What follows belongs to an exercise in optimizing a design on an open flow for small area; a production flow would make more cautious choices.
RTL that was checked went through simulation tests only; none was proved equivalent to the original.
Power is estimated from default activity; no workload was simulated.

Design vdc_top, start of the top module:
module vdc_top (
	input  logic          clk,
	input  logic          reset,
	input  logic          cs,            
	input  logic          we,            
	input  logic [7:0]    db_in,
	input  logic [6:0]    direct_reg,    
	input  logic [3:0]    rgbi,          
	output logic [7:0]    db_out,
	output logic          hsync,
	output logic          vsync,
	output logic          irq,
	output vdc_pkg::rgb_t rgb
);
	vdc_pkg::beam_cfg_t cfg;
	vdc_pkg::beam_pos_t pos;
	logic               pal_we;
	logic [5:0]         pal_adr;
	logic [7:0]         pal_val;
	vdc_regs i_regs (
		.clk        (clk),
		.reset      (reset),
		.cs         (cs),
		.we         (we),
		.db_in      (db_in),
		.direct_reg (direct_reg),
		.pos        (pos),
		.db_out     (db_out),
		.cfg        (cfg),
		.pal_we     (pal_we),
		.pal_adr    (pal_adr),
		.pal_val    (pal_val)
	);
	vdc_beam i_beam (
		.clk   (clk),
		.reset (reset),
		.cfg   (cfg),
		.pos   (pos),
		.hsync (hsync),
		.vsync (vsync),
		.irq   (irq)
	);
	vdc_palette i_palette (
		.clk     (clk),
		.reset   (reset),
		.pal_we  (pal_we),
		.pal_adr (pal_adr),
		.pal_val (pal_val),
		.rgbi    (rgbi),
		.rgb     (rgb)
	);
endmodule
Size: roughly 530 flip-flops.
==> module vdc_regs, before the edit <==
module vdc_regs (
	input  logic                    clk,
	input  logic                    reset,
	input  logic                    cs,
	input  logic                    we,
	input  logic [8-1:0]  db_in,
	input  logic [7-1:0]   direct_reg,
	input  vdc_pkg::beam_pos_t      pos,
	output logic [8-1:0]  db_out,
	output vdc_pkg::beam_cfg_t      cfg,
	output logic                    pal_we,
	output logic [5:0]              pal_adr,
	output logic [7:0]              pal_val
);
	logic [6-1:0]  sel;         
	logic [7-1:0]  target;      
	logic [8-1:0] rd_val;
	logic                   wr_cyc;
	logic                   rd_cyc;
	logic                   sel_cyc;     
	logic                   reg_wr;      
	logic                   ext;         
	logic [8-1:0] wd0;
	logic [8-1:0] wd1;
	logic [7:0]  ht, hp, vt, vp;
	logic [3:0]  hw, vw, cth;
	logic [4:0]  ctv;
	logic        hspol, vspol;
	logic [15:0] irq_raster, irq_column;
	assign wr_cyc  = cs & we;
	assign rd_cyc  = cs & ~we;
	assign sel_cyc = (direct_reg == '0);
	assign reg_wr  = wr_cyc & ~sel_cyc;
	assign wd0     = db_in & {8{~reset}};
	assign wd1     = db_in | {8{reset}};
	assign target = (direct_reg == 7'(1) || !ext) ? {1'b0, sel} : direct_reg;
	logic en_ht, en_hp, en_syncw, en_vt, en_vp, en_ctv, en_cth, en_pol, en_mode;
	logic en_irq_row, en_irq_line, en_irq_col, en_irq_pix;
	assign en_ht       = reset | (reg_wr && target == vdc_pkg::REG_HT);
	assign en_hp       = reset | (reg_wr && target == vdc_pkg::REG_HP);
	assign en_syncw    = reset | (reg_wr && target == vdc_pkg::REG_SYNCW);
	assign en_vt       = reset | (reg_wr && target == vdc_pkg::REG_VT);
	assign en_vp       = reset | (reg_wr && target == vdc_pkg::REG_VP);
	assign en_ctv      = reset | (reg_wr && target == vdc_pkg::REG_CTV);
	assign en_cth      = reset | (reg_wr && target == vdc_pkg::REG_CTH);
	assign en_pol      = reset | (reg_wr && target == vdc_pkg::REG_POL);
	assign en_mode     = reset | (reg_wr && target == vdc_pkg::REG_MODE);
	assign en_irq_row  = reset | (reg_wr && target == vdc_pkg::REG_IRQ_ROW);
	assign en_irq_line = reset | (reg_wr && target == vdc_pkg::REG_IRQ_LINE);
	assign en_irq_col  = reset | (reg_wr && target == vdc_pkg::REG_IRQ_COL);
	assign en_irq_pix  = reset | (reg_wr && target == vdc_pkg::REG_IRQ_PIX);
	always_ff @(posedge clk) begin
		if (reset | (wr_cyc & sel_cyc)) sel <= wd0[6-1:0];
	end
	always_ff @(posedge clk) begin
		if (en_ht) ht <= wd0;
		if (en_hp) hp <= wd0;
		if (en_syncw) {vw, hw} <= wd0;
		if (en_vt) vt <= wd0;
		if (en_vp) vp <= wd0;
		if (en_ctv) ctv <= wd0[4:0];
		if (en_cth) cth <= wd0[7:4];              
		if (en_pol) {hspol, vspol} <= wd0[7:6];
		if (en_mode) ext <= ~reset && (db_in == 8'h74);
		if (en_irq_row)  irq_raster[15:8] <= wd1;
		if (en_irq_line) irq_raster[7:0]  <= wd1;
		if (en_irq_col)  irq_column[15:8] <= wd1;
		if (en_irq_pix)  irq_column[7:0]  <= wd1;
	end
	assign cfg.ht         = ht;
	assign cfg.hp         = hp;
	assign cfg.vt         = vt;
	assign cfg.vp         = vp;
	assign cfg.hw         = hw;
	assign cfg.vw         = vw;
	assign cfg.cth        = cth;
	assign cfg.ctv        = ctv;
	assign cfg.hspol      = hspol;
	assign cfg.vspol      = vspol;
	assign cfg.tt8bg      = ext;
	assign cfg.irq_raster = irq_raster;
	assign cfg.irq_column = irq_column;
	always_comb begin
		rd_val = 8'hFF;
		if (!sel_cyc) begin
			case (target)
				vdc_pkg::REG_HT:    rd_val = ht;
				vdc_pkg::REG_HP:    rd_val = hp;
				vdc_pkg::REG_SYNCW: rd_val = {vw, hw};
				vdc_pkg::REG_VT:    rd_val = vt;
				vdc_pkg::REG_VP:    rd_val = vp;
				vdc_pkg::REG_CTV:   rd_val = {3'b111, ctv};
				vdc_pkg::REG_CTH:   rd_val = {cth, 4'hF};
				vdc_pkg::REG_POL:   rd_val = {hspol, vspol, 6'h3F};
				default:            rd_val = 8'hFF;
			endcase
			if (ext) begin
				case (target)
					vdc_pkg::REG_MODE:     rd_val = 8'h74;
					vdc_pkg::REG_COL:      rd_val = pos.col;
					vdc_pkg::REG_PIX:      rd_val = {4'hF, pos.pixel};
					vdc_pkg::REG_ROW:      rd_val = pos.row;
					vdc_pkg::REG_LINE:     rd_val = {3'b111, pos.line};
					vdc_pkg::REG_IRQ_ROW:  rd_val = irq_raster[15:8];
					vdc_pkg::REG_IRQ_LINE: rd_val = irq_raster[7:0];
					vdc_pkg::REG_IRQ_COL:  rd_val = irq_column[15:8];
					vdc_pkg::REG_IRQ_PIX:  rd_val = irq_column[7:0];
					default: ;
				endcase
			end
		end
	end
	always_ff @(posedge clk) begin
		if (rd_cyc) begin
			db_out <= rd_val;    
		end
	end
	assign pal_we  = wr_cyc && ext && direct_reg[6] && !(direct_reg[5] && direct_reg[4]);
	assign pal_adr = direct_reg[5:0];
	assign pal_val = db_in;
endmodule
==> module vdc_palette, before the edit <==
module vdc_palette (
	input  logic                  clk,
	input  logic                  reset,
	input  logic                  pal_we,    
	input  logic [5:0]            pal_adr,   
	input  logic [7:0]            pal_val,
	input  logic [4-1:0] rgbi,
	output logic [23:0]           rgb
);
	logic [23:0] pal [16];
	localparam logic [24*16-1:0] DEF_RGB = {
		24'hFFFFFF,   
		24'hAAAAAA,   
		24'hFFFF00,   
		24'h3F3F00,   
		24'hFF00FF,   
		24'h3F003F,   
		24'hFF0000,   
		24'h7F0000,   
		24'h00FFFF,   
		24'h007F7F,   
		24'h00FF00,   
		24'h007F00,   
		24'h0000FF,   
		24'h00007F,   
		24'h555555,   
		24'h000000    
	};
	logic [7:0] val0;        
	logic [7:0] val1;        
	assign val0 = pal_val & {8{~reset}};
	assign val1 = pal_val | {8{reset}};
	for (genvar i = 0; i < 16; i++) begin : g_ent
		for (genvar c = 0; c < 3; c++) begin : g_chan
			localparam logic [7:0] DEF = DEF_RGB[24*i + 8*(2-c) +: 8];
			logic en;
			assign en = reset | (pal_we && pal_adr == 6'(16*c + i));
			always_ff @(posedge clk) begin
				if (en)
					pal[i][8*(2-c) +: 8] <= (DEF & val1) | (~DEF & val0);
			end
		end
	end
	logic [16-1:0] hot;
	logic [23:0]              rd;
	always_comb begin
		rd = '0;
		for (int i = 0; i < 16; i++) begin
			hot[i] = (rgbi == 4'(i));
			rd     = rd | (pal[i] & {24{hot[i]}});
		end
	end
	always_ff @(posedge clk) begin
		rgb <= rd;    
	end
endmodule
clock: 8.0 ns
lec_check: 0
cap_margin: 10
core_margin: 2
core_utilization: 50
place_density: 0.75
slew_margin: 10
standard.sh (not shown) runs the stock make flow with config.mk's settings and CLKGATE_MAP_FILE= SYNTH_SCRIPT=/design/flow/synth_recipe.tcl, a recipe that flattens the netlist after the stock synthesis.
==> flow/flow/run.sh <==
#!/bin/bash
# The standard layout (standard.sh, all steps) with three changes:
#  - synthesis maps the logic with an area-oriented ABC script (abc.script beside this
#    file), run from a copy of ORFS's scripts folder that differs only in that script;
#    flip-flops are mapped before ABC runs, so the registers are those of the standard
#    synthesis; the adder step is skipped, so ABC also maps the few adders and
#    comparators as plain logic
#  - ports are buffered with the smallest buffer
#  - clock tree synthesis inserts no dummy loads
set -euo pipefail
work=$(pwd)
rm -rf "$work/scripts"
cp -r "$FLOW_HOME/scripts" "$work/scripts"
cp "$work/flow/abc.script" "$work/scripts/abc_speed.script"
export BUFFER_PORTS_ARGS="-buffer_cell sky130_fd_sc_hd__buf_1"
export CTS_ARGS="-sink_clustering_enable -repair_clock_nets -sink_clustering_size 16 -sink_clustering_max_diameter 70 -buf_list sky130_fd_sc_hd__clkbuf_8 -dont_use_dummy_load"
bash standard.sh "SCRIPTS_DIR=$work/scripts" "ADDER_MAP_FILE=" finish > "$work/standard.log" 2>&1
==> flow/flow/abc.script <==
&get -n
&st
&dch -f
&nf -R 1000 -p -F 10 -A 10 -C 32
&put
Next try:
--- a/flow/design.v
+++ b/flow/design.v
@@ -136,39 +136,33 @@
 	assign cfg.hspol      = hspol;
 	assign cfg.vspol      = vspol;
 	assign cfg.tt8bg      = ext;
 	assign cfg.irq_raster = irq_raster;
 	assign cfg.irq_column = irq_column;
+	logic [16:0] rsel;
+	logic [7:0]  rsrc [17];
 	always_comb begin
+		rsel[0]  = (target == vdc_pkg::REG_HT);       rsrc[0]  = ht;
+		rsel[1]  = (target == vdc_pkg::REG_HP);       rsrc[1]  = hp;
+		rsel[2]  = (target == vdc_pkg::REG_SYNCW);    rsrc[2]  = {vw, hw};
+		rsel[3]  = (target == vdc_pkg::REG_VT);       rsrc[3]  = vt;
+		rsel[4]  = (target == vdc_pkg::REG_VP);       rsrc[4]  = vp;
+		rsel[5]  = (target == vdc_pkg::REG_CTV);      rsrc[5]  = {3'b111, ctv};
+		rsel[6]  = (target == vdc_pkg::REG_CTH);      rsrc[6]  = {cth, 4'hF};
+		rsel[7]  = (target == vdc_pkg::REG_POL);      rsrc[7]  = {hspol, vspol, 6'h3F};
+		rsel[8]  = ext && (target == vdc_pkg::REG_MODE);     rsrc[8]  = 8'h74;
+		rsel[9]  = ext && (target == vdc_pkg::REG_COL);      rsrc[9]  = pos.col;
+		rsel[10] = ext && (target == vdc_pkg::REG_PIX);      rsrc[10] = {4'hF, pos.pixel};
+		rsel[11] = ext && (target == vdc_pkg::REG_ROW);      rsrc[11] = pos.row;
+		rsel[12] = ext && (target == vdc_pkg::REG_LINE);     rsrc[12] = {3'b111, pos.line};
+		rsel[13] = ext && (target == vdc_pkg::REG_IRQ_ROW);  rsrc[13] = irq_raster[15:8];
+		rsel[14] = ext && (target == vdc_pkg::REG_IRQ_LINE); rsrc[14] = irq_raster[7:0];
+		rsel[15] = ext && (target == vdc_pkg::REG_IRQ_COL);  rsrc[15] = irq_column[15:8];
+		rsel[16] = ext && (target == vdc_pkg::REG_IRQ_PIX);  rsrc[16] = irq_column[7:0];
 		rd_val = 8'hFF;
-		if (!sel_cyc) begin
-			case (target)
-				vdc_pkg::REG_HT:    rd_val = ht;
-				vdc_pkg::REG_HP:    rd_val = hp;
-				vdc_pkg::REG_SYNCW: rd_val = {vw, hw};
-				vdc_pkg::REG_VT:    rd_val = vt;
-				vdc_pkg::REG_VP:    rd_val = vp;
-				vdc_pkg::REG_CTV:   rd_val = {3'b111, ctv};
-				vdc_pkg::REG_CTH:   rd_val = {cth, 4'hF};
-				vdc_pkg::REG_POL:   rd_val = {hspol, vspol, 6'h3F};
-				default:            rd_val = 8'hFF;
-			endcase
-			if (ext) begin
-				case (target)
-					vdc_pkg::REG_MODE:     rd_val = 8'h74;
-					vdc_pkg::REG_COL:      rd_val = pos.col;
-					vdc_pkg::REG_PIX:      rd_val = {4'hF, pos.pixel};
-					vdc_pkg::REG_ROW:      rd_val = pos.row;
-					vdc_pkg::REG_LINE:     rd_val = {3'b111, pos.line};
-					vdc_pkg::REG_IRQ_ROW:  rd_val = irq_raster[15:8];
-					vdc_pkg::REG_IRQ_LINE: rd_val = irq_raster[7:0];
-					vdc_pkg::REG_IRQ_COL:  rd_val = irq_column[15:8];
-					vdc_pkg::REG_IRQ_PIX:  rd_val = irq_column[7:0];
-					default: ;
-				endcase
-			end
-		end
+		for (int k = 0; k < 17; k++)
+			rd_val = rd_val & ~({8{rsel[k] & ~sel_cyc}} & ~rsrc[k]);
 	end
 	always_ff @(posedge clk) begin
 		if (rd_cyc) begin
 			db_out <= rd_val;    
 		end
@@ -281,15 +275,23 @@
 	};
 	logic [7:0] val0;        
 	logic [7:0] val1;        
 	assign val0 = pal_val & {8{~reset}};
 	assign val1 = pal_val | {8{reset}};
+	logic [16-1:0] ent_sel;
+	logic [2:0]               chan_sel;
+	always_comb begin
+		for (int i = 0; i < 16; i++)
+			ent_sel[i] = reset | (pal_adr[3:0] == 4'(i));
+		for (int c = 0; c < 3; c++)
+			chan_sel[c] = reset | (pal_we && pal_adr[5:4] == 2'(c));
+	end
 	for (genvar i = 0; i < 16; i++) begin : g_ent
 		for (genvar c = 0; c < 3; c++) begin : g_chan
 			localparam logic [7:0] DEF = DEF_RGB[24*i + 8*(2-c) +: 8];
 			logic en;
-			assign en = reset | (pal_we && pal_adr == 6'(16*c + i));
+			assign en = ent_sel[i] & chan_sel[c];
 			always_ff @(posedge clk) begin
 				if (en)
 					pal[i][8*(2-c) +: 8] <= (DEF & val1) | (~DEF & val0);
 			end
 		end
Outcome: The changed run completed without violations. Routed wire length shrinks by 1.1%. Non-clock buffer count shrinks by 3. Hold slack gets better by 3.8 ps. Worst setup slack gets better by 1500 ps. Cell area shrinks by 1.6%. Count of clock-buffer cells in the layout shrinks by 2. Register-to-register slack gets better by 390 ps. Via count shrinks by 2.8%. Total power shrinks by 2.1%. Sequential power shrinks by about 2%. Global-route usage shrinks by 0.14 points. Die area shrinks by 1.3%. Cell count shrinks by 0.47%. Sequential share of layout area grows by 1.1 points.
The RTL of the second run of this note was laid out without a check of its function.

-- afterwards: timing with drivers on the ports --
In the flow no input, the clock included, has a driving cell. The finished layouts below were timed again as built, in two steps. Step 1 assumes that a clkbuf_16 drives the clock port and a buf_2 every other input. Step 2, shift: input delay + t, output delay - t, t = (earliest + latest rising clock arrival at the registers) / 2. This alone moves slack from input paths to output paths. a / b / c = ideal ports / drivers / drivers and shift; a / b = the first two.
run	t, ns	setup slack, ns	hold WS [ns]	clock arrival spread, ns
the first run	0.664	1.807 / 1.789 / 1.125	0.464 / 0.464 / 0.464	0.085 / 0.086
the second run	0.631	3.316 / 3.316 / 2.898	0.468 / 0.468 / 0.468	0.036 / 0.037
After both steps every run listed still meets setup and hold. For the first run, which loses most, drivers alone change the setup slack by -0.018 ns; drivers and shift together by -0.682 ns.
